This is an optimization exercise on Yosys and OpenROAD, whose aim is small area, a short achievable clock period and few clock cycles, not a production implementation.
Function was checked by simulation only, so behaviour that the tests miss may differ from the original.

==> inputs of v38 <==
==> flow/design.v <==
package sst_pkg;
  localparam int unsigned StackDepth = 64;
  localparam int unsigned FillW      = $clog2(StackDepth + 1);
  localparam int unsigned WordW      = 32;
  localparam int unsigned CountW     = 7;
  localparam int unsigned OpW        = 2;
  localparam int unsigned Groups     = 8;    
  typedef logic signed [WordW-1:0] word_t;
  typedef logic [FillW-1:0]        fill_t;
  typedef logic [CountW-1:0]       count_t;
  typedef enum logic [OpW-1:0] {
    OP_PUSH = 2'd0,
    OP_POP  = 2'd1,
    OP_SORT = 2'd2
  } op_e;
endpackage
module sst_store (
  input  logic             clk_i,
  input  logic             push_i,
  input  logic             pop_i,
  input  logic             sort_i,
  input  logic             phase_i,
  input  sst_pkg::fill_t   fill_i,
  input  sst_pkg::word_t   push_value_i,
  output sst_pkg::word_t   top_o,
  output logic [sst_pkg::Groups-1:0] in_order_o
);
  localparam int N = sst_pkg::StackDepth;
  sst_pkg::word_t cell_q [N];
  function automatic logic greater(input logic [sst_pkg::WordW-1:0] a, input logic [sst_pkg::WordW-1:0] b);
    logic c;
    c = 1'b0;
    for (int k = 0; k < sst_pkg::WordW; k++) begin
      if (k == sst_pkg::WordW - 1) begin
        c = (b[k] & ~a[k]) | (b[k] & c) | (~a[k] & c);
      end else begin
        c = (~b[k] & a[k]) | (~b[k] & c) | (a[k] & c);
      end
    end
    greater = c;
  endfunction
  logic [N-2:0]   out_of_order;
  logic [N-2:0]   swap;
  for (genvar i = 0; i < N - 1; i++) begin : g_pair
    logic pair_in;
    assign pair_in         = sst_pkg::fill_t'(i + 1) < fill_i;
    assign out_of_order[i] = pair_in && greater(cell_q[i], cell_q[i+1]);
    assign swap[i]         = sort_i && (phase_i == 1'(i % 2)) && out_of_order[i];
  end
  for (genvar i = 0; i < N; i++) begin : g_cell
    logic           from_prev, from_next;
    sst_pkg::word_t prev_value, next_value;
    if (i == 0) begin : g_first
      assign from_prev  = push_i;
      assign prev_value = push_value_i;
    end else begin : g_mid
      assign from_prev  = push_i || swap[i-1];
      assign prev_value = cell_q[i-1];
    end
    if (i == N - 1) begin : g_last
      assign from_next  = 1'b0;
      assign next_value = cell_q[i];
    end else begin : g_notlast
      assign from_next  = pop_i || swap[i];
      assign next_value = cell_q[i+1];
    end
    logic hold;
    assign hold = !from_next && !from_prev;
    always_ff @(posedge clk_i) begin
      cell_q[i] <= ({sst_pkg::WordW{from_next}} & next_value)
                 | ({sst_pkg::WordW{from_prev && !from_next}} & prev_value)
                 | ({sst_pkg::WordW{hold}} & cell_q[i]);
    end
  end
  assign top_o    = cell_q[0];
  for (genvar g = 0; g < sst_pkg::Groups; g++) begin : g_group
    localparam int Lo = g * (N - 1) / sst_pkg::Groups;
    localparam int Hi = (g + 1) * (N - 1) / sst_pkg::Groups - 1;
    assign in_order_o[g] = ~|out_of_order[Hi:Lo];
  end
endmodule
module sst_ctrl (
  input  logic                    clk_i,
  input  logic                    rst_ni,
  input  logic                    in_valid_i,
  input  logic [sst_pkg::OpW-1:0] in_op_i,
  input  sst_pkg::word_t          in_value_i,
  output logic                    in_ready_o,
  input  logic                    res_room_i,    
  input  logic                    res_room_d_i,  
  input  sst_pkg::word_t          top_i,
  input  logic [sst_pkg::Groups-1:0] in_order_i,
  output logic                    push_o,
  output logic                    pop_o,
  output logic                    sort_o,
  output logic                    phase_o,
  output sst_pkg::fill_t          fill_o,
  output sst_pkg::word_t          push_value_o,
  output logic                    res_valid_o,
  output sst_pkg::word_t          res_value_o,
  output sst_pkg::count_t         res_count_o,
  output logic                    res_fault_o
);
  localparam sst_pkg::fill_t Full = sst_pkg::fill_t'(sst_pkg::StackDepth);
  logic           ready_q;
  logic           slot_q;                           
  logic           push_q, pop_q, sort_q;            
  logic           push_go_q, pop_go_q;              
  sst_pkg::word_t value_q;
  logic           sorting_q;                        
  logic           sort_full_q;                      
  logic [sst_pkg::Groups-1:0] in_order_q;
  logic           phase_q;
  sst_pkg::fill_t fill_q, fill_d;
  logic accept, slot_run, slot_res, sort_start, sort_done;
  logic slot_d, sort_slot_d, sorting_d;
  assign accept     = in_valid_i && ready_q;
  assign slot_run   = slot_q && !sorting_q && (sort_q || res_room_i);
  assign slot_res   = slot_run && !sort_q;
  assign sort_start = slot_run && sort_q;
  assign sort_done  = sorting_q && (&in_order_q) && res_room_i;
  assign push_o = slot_res && push_go_q;
  assign pop_o  = slot_res && pop_go_q;
  assign sort_o = sorting_q || sort_start;
  always_comb begin
    fill_d = fill_q;
    if (push_o) fill_d = fill_q + sst_pkg::fill_t'(1);
    if (pop_o)  fill_d = fill_q - sst_pkg::fill_t'(1);
  end
  assign slot_d      = accept || (slot_q && !slot_run);
  assign sort_slot_d = accept ? (in_op_i == sst_pkg::OP_SORT) : sort_q;
  assign sorting_d   = sort_start || (sorting_q && !sort_done);
  always_ff @(posedge clk_i or negedge rst_ni) begin
    if (!rst_ni) begin
      ready_q     <= 1'b0;
      slot_q      <= 1'b0;
      push_q      <= 1'b0;
      pop_q       <= 1'b0;
      sort_q      <= 1'b0;
      push_go_q   <= 1'b0;
      pop_go_q    <= 1'b0;
      sorting_q   <= 1'b0;
      sort_full_q <= 1'b0;
      phase_q     <= 1'b0;
      fill_q      <= '0;
    end else begin
      ready_q   <= !slot_d || (!sorting_d && (sort_slot_d || res_room_d_i));
      slot_q    <= slot_d;
      sorting_q <= sorting_d;
      phase_q   <= sort_o && !phase_q;
      fill_q    <= fill_d;
      if (sort_start) begin
        sort_full_q <= fill_q != '0;
      end
      if (accept) begin
        push_q    <= in_op_i == sst_pkg::OP_PUSH;
        pop_q     <= in_op_i == sst_pkg::OP_POP;
        sort_q    <= in_op_i == sst_pkg::OP_SORT;
        push_go_q <= (in_op_i == sst_pkg::OP_PUSH) && (fill_d != Full);
        pop_go_q  <= (in_op_i == sst_pkg::OP_POP) && (fill_d != '0);
      end
    end
  end
  always_ff @(posedge clk_i) begin
    in_order_q <= in_order_i;
    if (accept) begin
      value_q <= in_value_i;
    end
  end
  assign in_ready_o   = ready_q;
  assign phase_o      = phase_q;
  assign fill_o       = fill_q;
  assign push_value_o = value_q;
  assign res_valid_o = slot_res || sort_done;
  assign res_count_o = sst_pkg::count_t'(fill_d);
  assign res_fault_o = slot_res && ((push_q && !push_go_q) || (pop_q && !pop_go_q));
  assign res_value_o = sort_done ? (sort_full_q ? top_i : '0) :
                       push_q    ? value_q :
                       pop_go_q  ? top_i : '0;
endmodule
module sortable_stack (
  input  logic                             clk_i,
  input  logic                             rst_ni,
  input  logic                             in_valid_i,
  output logic                             in_ready_o,
  input  logic [sst_pkg::OpW-1:0]          in_opcode_i,
  input  logic signed [sst_pkg::WordW-1:0] in_value_i,
  output logic                             out_valid_o,
  input  logic                             out_ready_i,
  output logic signed [sst_pkg::WordW-1:0] out_value_o,
  output logic [sst_pkg::CountW-1:0]       out_count_o,
  output logic                             out_fault_o
);
  logic            push, pop, sort, phase;
  logic [sst_pkg::Groups-1:0] in_order;
  sst_pkg::fill_t  fill;
  sst_pkg::word_t  push_value, top;
  logic            res_valid, res_fault;
  sst_pkg::word_t  res_value;
  sst_pkg::count_t res_count;
  logic            out_valid_q, skid_valid_q, skid_valid_d;
  sst_pkg::word_t  out_value_q, skid_value_q;
  sst_pkg::count_t out_count_q, skid_count_q;
  logic            out_fault_q, skid_fault_q;
  logic            out_free;
  sst_ctrl u_ctrl (
    .clk_i        (clk_i),
    .rst_ni       (rst_ni),
    .in_valid_i   (in_valid_i),
    .in_op_i      (in_opcode_i),
    .in_value_i   (in_value_i),
    .in_ready_o   (in_ready_o),
    .res_room_i   (!skid_valid_q),
    .res_room_d_i (!skid_valid_d),
    .top_i        (top),
    .in_order_i   (in_order),
    .push_o       (push),
    .pop_o        (pop),
    .sort_o       (sort),
    .phase_o      (phase),
    .fill_o       (fill),
    .push_value_o (push_value),
    .res_valid_o  (res_valid),
    .res_value_o  (res_value),
    .res_count_o  (res_count),
    .res_fault_o  (res_fault)
  );
  sst_store u_store (
    .clk_i        (clk_i),
    .push_i       (push),
    .pop_i        (pop),
    .sort_i       (sort),
    .phase_i      (phase),
    .fill_i       (fill),
    .push_value_i (push_value),
    .top_o        (top),
    .in_order_o   (in_order)
  );
  assign out_free     = !out_valid_q || out_ready_i;
  assign skid_valid_d = out_free ? (skid_valid_q && res_valid) : (skid_valid_q || res_valid);
  always_ff @(posedge clk_i or negedge rst_ni) begin
    if (!rst_ni) begin
      out_valid_q  <= 1'b0;
      skid_valid_q <= 1'b0;
    end else begin
      skid_valid_q <= skid_valid_d;
      if (out_free) begin
        out_valid_q <= skid_valid_q || res_valid;
      end
    end
  end
  always_ff @(posedge clk_i) begin
    if (out_free) begin
      if (skid_valid_q) begin
        out_value_q <= skid_value_q;
        out_count_q <= skid_count_q;
        out_fault_q <= skid_fault_q;
      end else if (res_valid) begin
        out_value_q <= res_value;
        out_count_q <= res_count;
        out_fault_q <= res_fault;
      end
    end
    if (res_valid && (skid_valid_q || !out_free)) begin
      skid_value_q <= res_value;
      skid_count_q <= res_count;
      skid_fault_q <= res_fault;
    end
  end
  assign out_valid_o = out_valid_q;
  assign out_value_o = out_value_q;
  assign out_count_o = out_count_q;
  assign out_fault_o = out_fault_q;
endmodule
==> flow/run.sh <==
#!/bin/bash
# synth_recipe.tcl (not shown) runs the flow's synth.tcl, then flattens the netlist and writes it again
# the make line also repeats each setting of config.mk as NAME=value (left out here)
make -C /OpenROAD-flow-scripts/flow DESIGN_CONFIG=/design/flow/config.mk WORK_HOME=/design/flow/orfs CLKGATE_MAP_FILE= SYNTH_SCRIPT=/design/flow/synth_recipe.tcl finish
==> flow/config.mk <==
export PLATFORM = sky130hd
export DESIGN_NAME = sortable_stack
export DESIGN_NICKNAME = sortable_stack
export VERILOG_FILES = /design/flow/design.v
export SDC_FILE = /design/flow/constraint.sdc
export NUM_CORES = 4
export LEC_CHECK = 0
export CAP_MARGIN = 20
export CORE_MARGIN = 2
export CORE_UTILIZATION = 40
export SETUP_SLACK_MARGIN = 4.0
export SLEW_MARGIN = 20
export TNS_END_PERCENT = 0
==> flow/constraint.sdc <==
create_clock -name core_clock -period 7.0 [get_ports {clk_i}]
set_input_delay 1.4000 -clock core_clock [delete_from_list [all_inputs] [get_ports {clk_i}]]
set_output_delay 1.4000 -clock core_clock [all_outputs]
set_load 0.01 [all_outputs]
==> inputs of v4, as changes to v38 <==
==> flow/design.v, changed modules only <==
module sst_store (
  input  logic             clk_i,
  input  logic             rst_ni,
  input  logic             push_i,
  input  logic             pop_i,
  input  logic             sort_i,
  input  logic             phase_i,
  input  sst_pkg::fill_t   fill_i,
  input  sst_pkg::word_t   push_value_i,
  output sst_pkg::word_t   top_o,
  output logic [sst_pkg::Groups-1:0] in_order_o,
  output logic             pol_o
);
  localparam int N = sst_pkg::StackDepth;
  sst_pkg::word_t cell_q [N];
  logic           pol_q;
  always_ff @(posedge clk_i or negedge rst_ni) begin
    if (!rst_ni) begin
      pol_q <= 1'b0;
    end else begin
      pol_q <= !pol_q;
    end
  end
  function automatic logic greater(input logic [sst_pkg::WordW-1:0] a,
                                   input logic [sst_pkg::WordW-1:0] b, input logic cin);
    logic c;
    c = cin;
    for (int k = 0; k < sst_pkg::WordW; k++) begin
      if (k == sst_pkg::WordW - 1) begin
        c = (b[k] & ~a[k]) | (b[k] & c) | (~a[k] & c);
      end else begin
        c = (~b[k] & a[k]) | (~b[k] & c) | (a[k] & c);
      end
    end
    greater = c;
  endfunction
  logic [N-2:0]   out_of_order;
  logic [N-2:0]   swap;
  for (genvar i = 0; i < N - 1; i++) begin : g_pair
    logic pair_in;
    assign pair_in         = sst_pkg::fill_t'(i + 1) < fill_i;
    logic gt;
    assign gt              = greater(cell_q[i], cell_q[i+1], 1'b0);
    assign out_of_order[i] = pair_in && gt;
    assign swap[i]         = sort_i && (phase_i == 1'(i % 2)) && pair_in && (gt ^ pol_q);
  end
  for (genvar i = 0; i < N; i++) begin : g_cell
    logic           from_prev, from_next;
    sst_pkg::word_t prev_value, next_value;
    if (i == 0) begin : g_first
      assign from_prev  = push_i;
      assign prev_value = push_value_i ^ {sst_pkg::WordW{pol_q}};
    end else begin : g_mid
      assign from_prev  = push_i || swap[i-1];
      assign prev_value = cell_q[i-1];
    end
    if (i == N - 1) begin : g_last
      assign from_next  = 1'b0;
      assign next_value = cell_q[i];
    end else begin : g_notlast
      assign from_next  = pop_i || swap[i];
      assign next_value = cell_q[i+1];
    end
    logic hold;
    assign hold = !from_next && !from_prev;
    always_ff @(posedge clk_i) begin
      cell_q[i] <= ~(({sst_pkg::WordW{from_next}} & next_value)
                   | ({sst_pkg::WordW{from_prev}} & prev_value)
                   | ({sst_pkg::WordW{hold}} & cell_q[i]));
    end
  end
  assign top_o    = cell_q[0] ^ {sst_pkg::WordW{pol_q}};
  assign pol_o    = pol_q;
  for (genvar g = 0; g < sst_pkg::Groups; g++) begin : g_group
    localparam int Lo = g * (N - 1) / sst_pkg::Groups;
    localparam int Hi = (g + 1) * (N - 1) / sst_pkg::Groups - 1;
    assign in_order_o[g] = ~|out_of_order[Hi:Lo];
  end
endmodule
module sst_ctrl (
  input  logic                    clk_i,
  input  logic                    rst_ni,
  input  logic                    in_valid_i,
  input  logic [sst_pkg::OpW-1:0] in_op_i,
  input  sst_pkg::word_t          in_value_i,
  output logic                    in_ready_o,
  input  logic                    res_room_i,    
  input  logic                    res_room_d_i,  
  input  sst_pkg::word_t          top_i,
  input  logic [sst_pkg::Groups-1:0] in_order_i,
  input  logic                    pol_i,
  output logic                    push_o,
  output logic                    pop_o,
  output logic                    sort_o,
  output logic                    phase_o,
  output sst_pkg::fill_t          fill_o,
  output sst_pkg::word_t          push_value_o,
  output logic                    res_valid_o,
  output sst_pkg::word_t          res_value_o,
  output sst_pkg::count_t         res_count_o,
  output logic                    res_fault_o
);
  localparam sst_pkg::fill_t Full = sst_pkg::fill_t'(sst_pkg::StackDepth);
  logic           ready_q;
  logic           slot_q;                           
  logic           push_q, pop_q, sort_q;            
  logic           push_go_q, pop_go_q;              
  sst_pkg::word_t value_q;
  logic           sorting_q;                        
  logic           sort_full_q;                      
  logic [sst_pkg::Groups-1:0] in_order_q;
  logic           flags_ok_q;                       
  logic           phase_q;
  sst_pkg::fill_t fill_q, fill_d;
  logic accept, slot_run, slot_res, sort_start, sort_done;
  logic slot_d, sort_slot_d, sorting_d;
  assign accept     = in_valid_i && ready_q;
  assign slot_run   = slot_q && !sorting_q && (sort_q || res_room_i);
  assign slot_res   = slot_run && !sort_q;
  assign sort_start = slot_run && sort_q;
  assign sort_done  = sorting_q && (&in_order_q) && flags_ok_q && res_room_i;
  assign push_o = slot_res && push_go_q;
  assign pop_o  = slot_res && pop_go_q;
  assign sort_o = sorting_q || sort_start;
  always_comb begin
    fill_d = fill_q;
    if (push_o) fill_d = fill_q + sst_pkg::fill_t'(1);
    if (pop_o)  fill_d = fill_q - sst_pkg::fill_t'(1);
  end
  assign slot_d      = accept || (slot_q && !slot_run);
  assign sort_slot_d = accept ? (in_op_i == sst_pkg::OP_SORT) : sort_q;
  assign sorting_d   = sort_start || (sorting_q && !sort_done);
  always_ff @(posedge clk_i or negedge rst_ni) begin
    if (!rst_ni) begin
      ready_q     <= 1'b0;
      slot_q      <= 1'b0;
      push_q      <= 1'b0;
      pop_q       <= 1'b0;
      sort_q      <= 1'b0;
      push_go_q   <= 1'b0;
      pop_go_q    <= 1'b0;
      sorting_q   <= 1'b0;
      sort_full_q <= 1'b0;
      phase_q     <= 1'b0;
      fill_q      <= '0;
    end else begin
      ready_q   <= !slot_d || (!sorting_d && (sort_slot_d || res_room_d_i));
      slot_q    <= slot_d;
      sorting_q <= sorting_d;
      phase_q   <= sort_o && !phase_q;
      fill_q    <= fill_d;
      if (sort_start) begin
        sort_full_q <= fill_q != '0;
      end
      if (accept) begin
        push_q    <= in_op_i == sst_pkg::OP_PUSH;
        pop_q     <= in_op_i == sst_pkg::OP_POP;
        sort_q    <= in_op_i == sst_pkg::OP_SORT;
        push_go_q <= (in_op_i == sst_pkg::OP_PUSH) && (fill_d != Full);
        pop_go_q  <= (in_op_i == sst_pkg::OP_POP) && (fill_d != '0);
      end
    end
  end
  always_ff @(posedge clk_i) begin
    in_order_q <= in_order_i;
    flags_ok_q <= !pol_i;
    if (accept) begin
      value_q <= in_value_i;
    end
  end
  assign in_ready_o   = ready_q;
  assign phase_o      = phase_q;
  assign fill_o       = fill_q;
  assign push_value_o = value_q;
  assign res_valid_o = slot_res || sort_done;
  assign res_count_o = sst_pkg::count_t'(fill_d);
  assign res_fault_o = slot_res && ((push_q && !push_go_q) || (pop_q && !pop_go_q));
  assign res_value_o = sort_done ? (sort_full_q ? top_i : '0) :
                       push_q    ? value_q :
                       pop_go_q  ? top_i : '0;
endmodule
module sortable_stack (
  input  logic                             clk_i,
  input  logic                             rst_ni,
  input  logic                             in_valid_i,
  output logic                             in_ready_o,
  input  logic [sst_pkg::OpW-1:0]          in_opcode_i,
  input  logic signed [sst_pkg::WordW-1:0] in_value_i,
  output logic                             out_valid_o,
  input  logic                             out_ready_i,
  output logic signed [sst_pkg::WordW-1:0] out_value_o,
  output logic [sst_pkg::CountW-1:0]       out_count_o,
  output logic                             out_fault_o
);
  logic            push, pop, sort, phase;
  logic [sst_pkg::Groups-1:0] in_order;
  logic            pol;
  sst_pkg::fill_t  fill;
  sst_pkg::word_t  push_value, top;
  logic            res_valid, res_fault;
  sst_pkg::word_t  res_value;
  sst_pkg::count_t res_count;
  logic            out_valid_q, skid_valid_q, skid_valid_d;
  sst_pkg::word_t  out_value_q, skid_value_q;
  sst_pkg::count_t out_count_q, skid_count_q;
  logic            out_fault_q, skid_fault_q;
  logic            out_free;
  sst_ctrl u_ctrl (
    .clk_i        (clk_i),
    .rst_ni       (rst_ni),
    .in_valid_i   (in_valid_i),
    .in_op_i      (in_opcode_i),
    .in_value_i   (in_value_i),
    .in_ready_o   (in_ready_o),
    .res_room_i   (!skid_valid_q),
    .res_room_d_i (!skid_valid_d),
    .top_i        (top),
    .in_order_i   (in_order),
    .pol_i        (pol),
    .push_o       (push),
    .pop_o        (pop),
    .sort_o       (sort),
    .phase_o      (phase),
    .fill_o       (fill),
    .push_value_o (push_value),
    .res_valid_o  (res_valid),
    .res_value_o  (res_value),
    .res_count_o  (res_count),
    .res_fault_o  (res_fault)
  );
  sst_store u_store (
    .clk_i        (clk_i),
    .rst_ni       (rst_ni),
    .push_i       (push),
    .pop_i        (pop),
    .sort_i       (sort),
    .phase_i      (phase),
    .fill_i       (fill),
    .push_value_i (push_value),
    .top_o        (top),
    .in_order_o   (in_order),
    .pol_o        (pol)
  );
  assign out_free     = !out_valid_q || out_ready_i;
  assign skid_valid_d = out_free ? (skid_valid_q && res_valid) : (skid_valid_q || res_valid);
  always_ff @(posedge clk_i or negedge rst_ni) begin
    if (!rst_ni) begin
      out_valid_q  <= 1'b0;
      skid_valid_q <= 1'b0;
    end else begin
      skid_valid_q <= skid_valid_d;
      if (out_free) begin
        out_valid_q <= skid_valid_q || res_valid;
      end
    end
  end
  logic out_from_skid, out_from_res, out_hold;
  assign out_from_skid = out_free && skid_valid_q;
  assign out_from_res  = out_free && !skid_valid_q && res_valid;
  assign out_hold      = !out_from_skid && !out_from_res;
  always_ff @(posedge clk_i) begin
    out_value_q <= ({sst_pkg::WordW{out_from_skid}} & skid_value_q)
                 | ({sst_pkg::WordW{out_from_res}} & res_value)
                 | ({sst_pkg::WordW{out_hold}} & out_value_q);
    out_count_q <= ({sst_pkg::CountW{out_from_skid}} & skid_count_q)
                 | ({sst_pkg::CountW{out_from_res}} & res_count)
                 | ({sst_pkg::CountW{out_hold}} & out_count_q);
    out_fault_q <= (out_from_skid & skid_fault_q) | (out_from_res & res_fault)
                 | (out_hold & out_fault_q);
    if (res_valid && (skid_valid_q || !out_free)) begin
      skid_value_q <= res_value;
      skid_count_q <= res_count;
      skid_fault_q <= res_fault;
    end
  end
  assign out_valid_o = out_valid_q;
  assign out_value_o = out_value_q;
  assign out_count_o = out_count_q;
  assign out_fault_o = out_fault_q;
endmodule
- CORE_UTILIZATION: 40 -> 30
- CTS_CLUSTER_DIAMETER: unset -> 60
- CTS_CLUSTER_SIZE: unset -> 20
- PLACE_DENSITY: unset -> 0.45
==> comparison <==
Between v4 and v38, the lower sequential share of layout area is in v38 (gap 2.2 points). Setup slack: v38 is better than v4 (110 ps). v38 produced a clean layout. v4 produced a clean layout. Synthesized area: v4 is smaller than v38 (about 11%). Against v38, the core utilization of v4 is lower by 10 points.
==> figures <==
Result of the run: v4 finished clean; v38 finished clean
Non-filler instance count after layout: v4 15800; v38 17400
Routed WL per cell: v4 25.1 µm; v38 22.0 µm
Cell Count Post-Placement: v4 15100; v38 16800
Comb_multi_in: v4 6985; v38 9091
Total number of nets in the final design: v4 11000; v38 13300
Count of inverters other than clock inverters in the layout: v4 1233; v38 1357
Met2 usage in global routing: v4 32.3%; v38 39.0%
Total nets after synthesis: v4 11100; v38 13500
Testbench counts of v38, summed over its fixed seeds: cycles 5,033.
Testbench counts of v4, summed over its fixed seeds: cycles 5,071.

[what the ideal ports hide]
No port has a modelled driver above. Below, the same layouts with a new extraction and two added sets of constraints.
Step 1 (the two cells are an assumption about what drives the block):
set clk [get_ports {clk_i}]
set_driving_cell -lib_cell sky130_fd_sc_hd__clkbuf_16 $clk
set_driving_cell -lib_cell sky130_fd_sc_hd__buf_2 [delete_from_list [all_inputs] $clk]
Step 2 adds t to the input delays and takes it off the output delays; t is the mean of the earliest and latest rising clock arrival at the registers after step 1. Input paths then give back, and output paths get back, about the clock's delay inside the block.
Slacks: no drivers / after step 1 / after step 2; pairs: no drivers / after step 1.
run | t, ns | setup slack, ns | worst hold slack (ns)
v38 | 1.004 | 3.724 / 3.628 / 3.378 | 0.444 / 0.489 / 0.489
v4 | 1.029 | 3.609 / 3.609 / 3.251 | 0.464 / 0.464 / 0.464
After both steps setup and hold are still met in every run listed. For v4, which loses most, drivers alone change the setup slack by 0.000 ns; drivers and shift together by -0.358 ns.
